Source: an optimization exercise on an open RTL-to-GDS flow (aim: small area). Production flows keep margins and buffers that such runs may drop.
Function was checked by simulation only, so behaviour that the tests miss may differ from the original.
Power and IR drop assume default switching activity.

==> run a <==
==> flow/design.v <==
package id_stage_pkg;
  typedef struct packed {
    logic [6-1:0]   opcode;
    logic [5-1:0] rs1;
    logic [5-1:0] rs2;
    logic [10-1:0]    spare;   
    logic [6-1:0]     func;
  } r_fields_t;
  typedef struct packed {
    logic [6-1:0]   opcode;
    logic [5-1:0] rs1;
    logic [5-1:0] rd_rs2;
    logic [16-1:0]      imm16;
  } i_fields_t;
  typedef struct packed {
    logic [6-1:0] opcode;
    logic [26-1:0] offset;
  } j_fields_t;
  typedef union packed {
    r_fields_t r;
    i_fields_t i;
    j_fields_t j;
  } instr_word_t;
endpackage
module rf_aoi222 (
  input  logic a, b, c, d, e, f,
  output logic y
);
  assign y = ~((a & b) | (c & d) | (e & f));
endmodule
module rf_ao22 (
  input  logic a, b, c, d,
  output logic y
);
  assign y = (a & b) | (c & d);
endmodule
module register_file (
  input  logic [32-1:1][32-1:0] regs,
  input  logic [32-1:1]               valid,
  input  logic [5-1:0]              rs1_addr,
  input  logic [5-1:0]              rs2_addr,
  output logic [32-1:0]                    rs1_data,
  output logic [32-1:0]                    rs2_data
);
  localparam int GROUPS = (32 - 1) / 3;  
  logic [32-1:1] sel1;  
  logic [32-1:1] sel2;
  logic [GROUPS-1:0]        grp1 [32];  
  logic [GROUPS-1:0]        grp2 [32];
  always_comb
  begin
    for (int i = 1; i < 32; i++)
    begin
      sel1[i] = valid[i] && (rs1_addr == i);
      sel2[i] = valid[i] && (rs2_addr == i);
    end
  end
  for (genvar b = 0; b < 32; b++)
  begin : g_bit
    for (genvar g = 0; g < GROUPS; g++)
    begin : g_grp
      rf_aoi222 u1 (
        .a (sel1[3*g+1]), .b (regs[3*g+1][b]),
        .c (sel1[3*g+2]), .d (regs[3*g+2][b]),
        .e (sel1[3*g+3]), .f (regs[3*g+3][b]),
        .y (grp1[b][g])
      );
      rf_aoi222 u2 (
        .a (sel2[3*g+1]), .b (regs[3*g+1][b]),
        .c (sel2[3*g+2]), .d (regs[3*g+2][b]),
        .e (sel2[3*g+3]), .f (regs[3*g+3][b]),
        .y (grp2[b][g])
      );
    end
    assign rs1_data[b] = ~(&grp1[b]) | (sel1[32-1] & regs[32-1][b]);
    assign rs2_data[b] = ~(&grp2[b]) | (sel2[32-1] & regs[32-1][b]);
  end
endmodule
module instr_classifier (
  input  id_stage_pkg::instr_word_t  instr,
  output logic                      load_a,         
  output logic                      load_b,         
  output logic                      load_imm,       
  output logic                      a_signmag,      
  output logic                      b_signmag,      
  output logic                      flip_b_sign,    
  output logic [2-1:0] imm_mode,       
  output logic                      flip_imm_sign   
);
  logic [6-1:0] opcode;
  logic [6-1:0]   func;
  logic                    signed_imm_op;  
  logic                    logic_imm_op;   
  logic                    add_fn;         
  logic                    raw_fn;         
  assign opcode = instr.i.opcode;
  assign func   = instr.r.func;
  assign signed_imm_op = (opcode == 6'b000010) || (opcode == 6'b010000) ||
                         (opcode == 6'b010010) || (opcode == 6'b001010) ||
                         ((opcode >= 6'b011010) && (opcode <= 6'b011111));  
  assign logic_imm_op = (opcode == 6'b010100) || (opcode == 6'b010101) ||
                        (opcode == 6'b010110) || (opcode == 6'b100000) ||
                        (opcode == 6'b100001);  
  assign add_fn = (func == 6'b000001) || (func == 6'b000011);
  assign raw_fn = (func == 6'b000101) || (func == 6'b000110) || (func == 6'b000111) ||
                  ((func >= 6'b001011) && (func <= 6'b010000));  
  always_comb
  begin
    load_a        = 1'b0;  
    load_b        = 1'b0;
    load_imm      = 1'b0;
    a_signmag     = 1'b0;
    b_signmag     = 1'b0;
    flip_b_sign   = 1'b0;
    imm_mode      = 2'd0;
    flip_imm_sign = 1'b0;
    if (signed_imm_op)
    begin
      load_a        = 1'b1;
      load_imm      = 1'b1;
      a_signmag     = 1'b1;
      imm_mode      = 2'd1;
      flip_imm_sign = (opcode == 6'b010010);  
      load_b        = (opcode == 6'b001010);    
    end
    else if (logic_imm_op)
    begin
      load_a        = 1'b1;
      load_imm      = 1'b1;  
    end
    else if (opcode == 6'b100100)
    begin
      load_imm      = 1'b1;  
      imm_mode      = 2'd2;
    end
    else if (opcode == 6'b110000)
    begin
      if (add_fn)
      begin
        load_a        = 1'b1;
        load_b        = 1'b1;
        a_signmag     = 1'b1;
        b_signmag     = 1'b1;
        flip_b_sign   = (func == 6'b000011);  
      end
      else if (raw_fn)
      begin
        load_a        = 1'b1;
        load_b        = 1'b1;
      end
    end
  end
endmodule
module operand_stage (
  input  id_stage_pkg::instr_word_t instr,
  input  logic [32-1:0]       rs1_data,
  input  logic [32-1:0]       rs2_data,
  input  logic                      load_a,         
  input  logic                      load_b,         
  input  logic                      load_imm,       
  input  logic                      a_signmag,      
  input  logic                      b_signmag,      
  input  logic                      flip_b_sign,    
  input  logic [2-1:0] imm_mode,       
  input  logic                      flip_imm_sign,  
  input  logic [32-1:0]       a_q,            
  input  logic [32-1:0]       b_q,
  input  logic [32-1:0]       imm_q,
  output logic [32-1:0]       a_d,            
  output logic [32-1:0]       b_d,
  output logic [32-1:0]       imm_d
);
  localparam int IMM_PAD = 32 - 16;     
  localparam int OFS_PAD = 32 - 26;  
  function automatic logic [32-1:0] below(input logic [32-1:0] x);
    logic [32-1:0] loc;   
    logic [32/4-1:0] blk;  
    for (int j = 0; j < 32; j++)
      loc[j] = (j % 4 == 0) ? x[j] : (loc[j-1] | x[j]);
    for (int k = 0; k < 32/4; k++)
      blk[k] = (k == 0) ? loc[3] : (blk[k-1] | loc[4*k+3]);
    below[0] = 1'b0;
    for (int j = 1; j < 32; j++)
      below[j] = (j < 4) ? loc[j-1] : ((j-1) % 4 == 3) ? blk[(j-1)/4] :
                 (blk[(j-1)/4-1] | loc[j-1]);
  endfunction
  function automatic logic [32-1:0] to_form(input logic [32-1:0] x,
                                                   input logic conv);
    logic [32-1:0] b;
    logic neg;
    b = below(x);
    neg = conv & x[32-1];
    to_form[32-1] = x[32-1];
    for (int j = 0; j < 32-1; j++)
      to_form[j] = x[j] ^ (neg & b[j]);
  endfunction
  logic [32-1:0]  a_form;
  logic [32-1:0]  b_conv;    
  logic [32-1:0]  b_form;
  logic [16-1:0] imm16;
  logic [16-1:0] imm_below;
  logic [32-1:0]  imm_signed;
  logic [32-1:0]  imm_ext;   
  logic [32-1:0]  imm_form;
  assign a_form = to_form(rs1_data, a_signmag);
  assign b_conv = to_form(rs2_data, b_signmag);
  assign b_form = {b_conv[32-1] ^ flip_b_sign, b_conv[32-2:0]};
  assign imm16 = instr.i.imm16;
  always_comb
  begin
    imm_below[0] = 1'b0;
    for (int j = 1; j < 16; j++)
      imm_below[j] = imm_below[j-1] | imm16[j-1];
  end
  assign imm_signed = {imm16[16-1], {IMM_PAD{1'b0}},
                       imm16[16-2:0] ^ ({(16-1){imm16[16-1]}} &
                                               imm_below[16-2:0])};
  always_comb
  begin
    case (imm_mode)
      2'd1: imm_ext = imm_signed;
      2'd0:  imm_ext = {{IMM_PAD{1'b0}}, imm16};
      2'd2:  imm_ext = {{OFS_PAD{1'b0}}, instr.j.offset};
      default:      imm_ext = '0;  
    endcase
  end
  assign imm_form = {imm_ext[32-1] ^ flip_imm_sign, imm_ext[32-2:0]};
  logic [32-1:0] a_sel;  
  logic [32-1:0] b_sel;
  logic [32-1:0] imm_sel;
  assign a_sel   = {32{load_a}};
  assign b_sel   = {32{load_b}};
  assign imm_sel = {32{load_imm}};
  for (genvar j = 0; j < 32; j++)
  begin : g_next
    rf_ao22 u_a   (.a (a_sel[j]),   .b (a_form[j]),   .c (~a_sel[j]),   .d (a_q[j]),   .y (a_d[j]));
    rf_ao22 u_b   (.a (b_sel[j]),   .b (b_form[j]),   .c (~b_sel[j]),   .d (b_q[j]),   .y (b_d[j]));
    rf_ao22 u_imm (.a (imm_sel[j]), .b (imm_form[j]), .c (~imm_sel[j]), .d (imm_q[j]), .y (imm_d[j]));
  end
endmodule
module id_stage (
  input  logic                      clock2,
  input  logic                      reset2,        
  input  logic [32-1:0]       npc_in2,
  input  logic [32-1:0]       inst_in2,
  input  logic                      reg_write_en,  
  input  logic [5-1:0] reg_add_in,
  input  logic [32-1:0]       reg_data_in,
  output logic [32-1:0]       irout2,
  output logic [32-1:0]       aout2,
  output logic [32-1:0]       bout2,
  output logic [32-1:0]       imout2,
  output logic [32-1:0]       npcout2
);
  id_stage_pkg::instr_word_t instr;     
  logic [32-1:0]       rs1_data;
  logic [32-1:0]       rs2_data;
  assign instr = id_stage_pkg::instr_word_t'(inst_in2);
  logic [32-1:1][32-1:0] regs;
  logic [32-1:1][32-1:0] regs_d;
  logic [32-1:1]               valid;
  logic [32-1:1]               we;    
  logic [32-1:1]               hold;  
  always_comb
  begin
    for (int i = 1; i < 32; i++)
    begin
      we[i]   = reg_write_en && (reg_add_in == i);  
      hold[i] = !we[i];
    end
  end
  for (genvar i = 1; i < 32; i++)
  begin : g_reg
    for (genvar b = 0; b < 32; b++)
    begin : g_bit
      rf_ao22 u_next (
        .a (we[i]),   .b (reg_data_in[b]),
        .c (hold[i]), .d (regs[i][b]),
        .y (regs_d[i][b])
      );
    end
  end
  always_ff @(posedge clock2)
    regs <= regs_d;  
  always_ff @(posedge clock2 or negedge reset2)
  begin
    if (!reset2)
      valid <= '0;
    else
      valid <= valid | we;
  end
  register_file register_file_i (
    .regs     (regs),
    .valid    (valid),
    .rs1_addr (instr.r.rs1),
    .rs2_addr (instr.r.rs2),    
    .rs1_data (rs1_data),
    .rs2_data (rs2_data)
  );
  logic                      load_a;         
  logic                      load_b;
  logic                      load_imm;
  logic                      a_signmag;
  logic                      b_signmag;
  logic                      flip_b_sign;
  logic [2-1:0] imm_mode;
  logic                      flip_imm_sign;
  instr_classifier instr_classifier_i (
    .instr         (instr),
    .load_a        (load_a),
    .load_b        (load_b),
    .load_imm      (load_imm),
    .a_signmag     (a_signmag),
    .b_signmag     (b_signmag),
    .flip_b_sign   (flip_b_sign),
    .imm_mode      (imm_mode),
    .flip_imm_sign (flip_imm_sign)
  );
  logic [32-1:0] a_d;
  logic [32-1:0] b_d;
  logic [32-1:0] imm_d;
  operand_stage operand_stage_i (
    .instr         (instr),
    .rs1_data      (rs1_data),
    .rs2_data      (rs2_data),
    .load_a        (load_a),
    .load_b        (load_b),
    .load_imm      (load_imm),
    .a_signmag     (a_signmag),
    .b_signmag     (b_signmag),
    .flip_b_sign   (flip_b_sign),
    .imm_mode      (imm_mode),
    .flip_imm_sign (flip_imm_sign),
    .a_q           (aout2),
    .b_q           (bout2),
    .imm_q         (imout2),
    .a_d           (a_d),
    .b_d           (b_d),
    .imm_d         (imm_d)
  );
  assign imout2[30:26] = '0;
  always_ff @(posedge clock2 or negedge reset2)
  begin
    if (!reset2)
    begin
      irout2         <= '0;
      npcout2        <= '0;
      aout2          <= '0;
      bout2          <= '0;
      imout2[31]     <= 1'b0;
      imout2[25:0]   <= '0;
    end
    else
    begin
      irout2         <= instr;   
      npcout2        <= npc_in2;
      aout2          <= a_d;
      bout2          <= b_d;
      imout2[31]     <= imm_d[31];
      imout2[25:0]   <= imm_d[25:0];
    end
  end
endmodule
==> flow/flow/run.sh <==
#!/bin/bash
# The standard layout, with two changes:
# - clock tree: clkbuf_4 sink clusters of up to 10 and no dummy loads
# - port buffers: the smallest buffer cell
set -euo pipefail
export CTS_ARGS="-sink_clustering_enable -repair_clock_nets -dont_use_dummy_load -buf_list sky130_fd_sc_hd__clkbuf_4 -sink_clustering_size 10 -sink_clustering_max_diameter 40"
export BUFFER_PORTS_ARGS="-buffer_cell sky130_fd_sc_hd__buf_1"
bash standard.sh > standard.log 2>&1
==> flow/standard.sh <==
#!/bin/bash
# synth_recipe.tcl (not shown) runs the flow's synth.tcl, then flattens the netlist and writes it again
# the make line also repeats each setting of config.mk as NAME=value (left out here)
make -C /OpenROAD-flow-scripts/flow DESIGN_CONFIG=/design/flow/config.mk WORK_HOME=/design/flow/orfs CLKGATE_MAP_FILE= SYNTH_SCRIPT=/design/flow/synth_recipe.tcl "${@:-finish}"
==> flow/config.mk <==
export PLATFORM = sky130hd
export DESIGN_NAME = id_stage
export DESIGN_NICKNAME = id_stage
export VERILOG_FILES = /design/flow/design.v
export SDC_FILE = /design/flow/constraint.sdc
export NUM_CORES = 4
export LEC_CHECK = 0
export CAP_MARGIN = 0
export CORE_MARGIN = 2
export CORE_UTILIZATION = 55
export SLEW_MARGIN = 0
export SYNTH_HIERARCHICAL = 1
==> flow/constraint.sdc <==
create_clock -name core_clock -period 6.0 [get_ports {clock2}]
set_input_delay 1.2000 -clock core_clock [delete_from_list [all_inputs] [get_ports {clock2}]]
set_output_delay 1.2000 -clock core_clock [all_outputs]
set_load 0.01 [all_outputs]
==> run b: changes against run a <==
==> flow/flow/run.sh (replaced) <==
#!/bin/bash
# The standard layout, with two changes:
# - clock tree: small clkbuf_4 sink clusters and no dummy loads
# - port buffers: the smallest buffer cell
set -euo pipefail
export CTS_ARGS="-sink_clustering_enable -repair_clock_nets -dont_use_dummy_load -buf_list sky130_fd_sc_hd__clkbuf_4 -sink_clustering_size 8 -sink_clustering_max_diameter 40"
export BUFFER_PORTS_ARGS="-buffer_cell sky130_fd_sc_hd__buf_1"
bash standard.sh > standard.log 2>&1
==> run c: changes against run a <==
--- a/flow/design.v
+++ b/flow/design.v
@@ -226,16 +226,7 @@
   end
   assign imm_form = {imm_ext[32-1] ^ flip_imm_sign, imm_ext[32-2:0]};
-  logic [32-1:0] a_sel;  
-  logic [32-1:0] b_sel;
-  logic [32-1:0] imm_sel;
-  assign a_sel   = {32{load_a}};
-  assign b_sel   = {32{load_b}};
-  assign imm_sel = {32{load_imm}};
-  for (genvar j = 0; j < 32; j++)
-  begin : g_next
-    rf_ao22 u_a   (.a (a_sel[j]),   .b (a_form[j]),   .c (~a_sel[j]),   .d (a_q[j]),   .y (a_d[j]));
-    rf_ao22 u_b   (.a (b_sel[j]),   .b (b_form[j]),   .c (~b_sel[j]),   .d (b_q[j]),   .y (b_d[j]));
-    rf_ao22 u_imm (.a (imm_sel[j]), .b (imm_form[j]), .c (~imm_sel[j]), .d (imm_q[j]), .y (imm_d[j]));
-  end
+  assign a_d   = load_a   ? a_form   : a_q;
+  assign b_d   = load_b   ? b_form   : b_q;
+  assign imm_d = load_imm ? imm_form : imm_q;
 endmodule
 module id_stage (
==> flow/run.sh (new file) <==
#!/bin/bash
# synth_recipe.tcl (not shown) runs the flow's synth.tcl, then flattens the netlist and writes it again
# the make line also repeats each setting of config.mk as NAME=value (left out here)
make -C /OpenROAD-flow-scripts/flow DESIGN_CONFIG=/design/flow/config.mk WORK_HOME=/design/flow/orfs CLKGATE_MAP_FILE= SYNTH_SCRIPT=/design/flow/synth_recipe.tcl finish
- CAP_MARGIN: 0 -> 20
- CORE_UTILIZATION: 55 -> 40
- SLEW_MARGIN: 0 -> 20
removed: flow/flow/run.sh
removed: flow/standard.sh
==> summary.txt <==
In sequential cell count, run a and run c do not differ.
Global-route usage, lowest first: run c, run a, run b.
The highest core utilization belongs to run b, the lowest to run c.
First-iteration DRC count: run c < run b < run a.
In run a the worst setup slack is better than in run c, by 270 ps.
==> figures <==
                                                    run b         run a         run c
Power in the clock group                          4.04 mW       3.85 mW       8.26 mW
Total vias in the final route                       45.7k         45.5k         44.3k
Final area over synthesized area                   1.111x        1.108x        1.243x
Cell area reported after detailed placement  0.0493 sq mm  0.0493 sq mm  0.0524 sq mm
Status                           timing/DRC/antenna clean  timing/DRC/antenna clean  timing/DRC/antenna clean
Min setup slack post-route                         913 ps        763 ps        494 ps
Switching power as a share of total power           31.4%         31.4%         28.2%
Via density per instance                             8.53          8.53          7.38
Delay of the slowest critical-path stage          1180 ps       1200 ps        680 ps
Hold_ws                                            155 ps        146 ps        466 ps
Switching Power                                   5.48 mW       5.42 mW       6.24 mW

what the ideal ports hide:
Ports are ideal in the flow. The routed layouts listed here were re-timed in OpenROAD.
Step 1, drivers: a clkbuf_16 drives clock2 and a buf_2 each remaining input, both assumed.
Step 2 times the ports against the registers' clock, not the clock port: input delays grow and output delays shrink by t, the midpoint of the rising clock arrivals with the driver on.
Slacks: ideal / step 1 / step 2; pairs: ideal / step 1.
| run | t, ns | slack for setup (ns) | hold WS [ns] | cell pins on the clock port's net |
|---|---|---|---|---|
| run a | 1.169 | 0.763 / 0.811 / -0.358 | 0.146 / 0.106 / 0.464 | 1 |
| run b | 1.175 | 0.913 / 0.962 / -0.213 | 0.155 / 0.113 / 0.469 | 1 |
| run c | 0.818 | 0.494 / 0.547 / -0.271 | 0.466 / 0.444 / 0.466 | 1 |
Met with ideal ports but missed after step 2: setup timing in every run listed. The setup slack of run b, which loses most, moves by +0.049 ns with the drivers and by -1.126 ns with both steps.
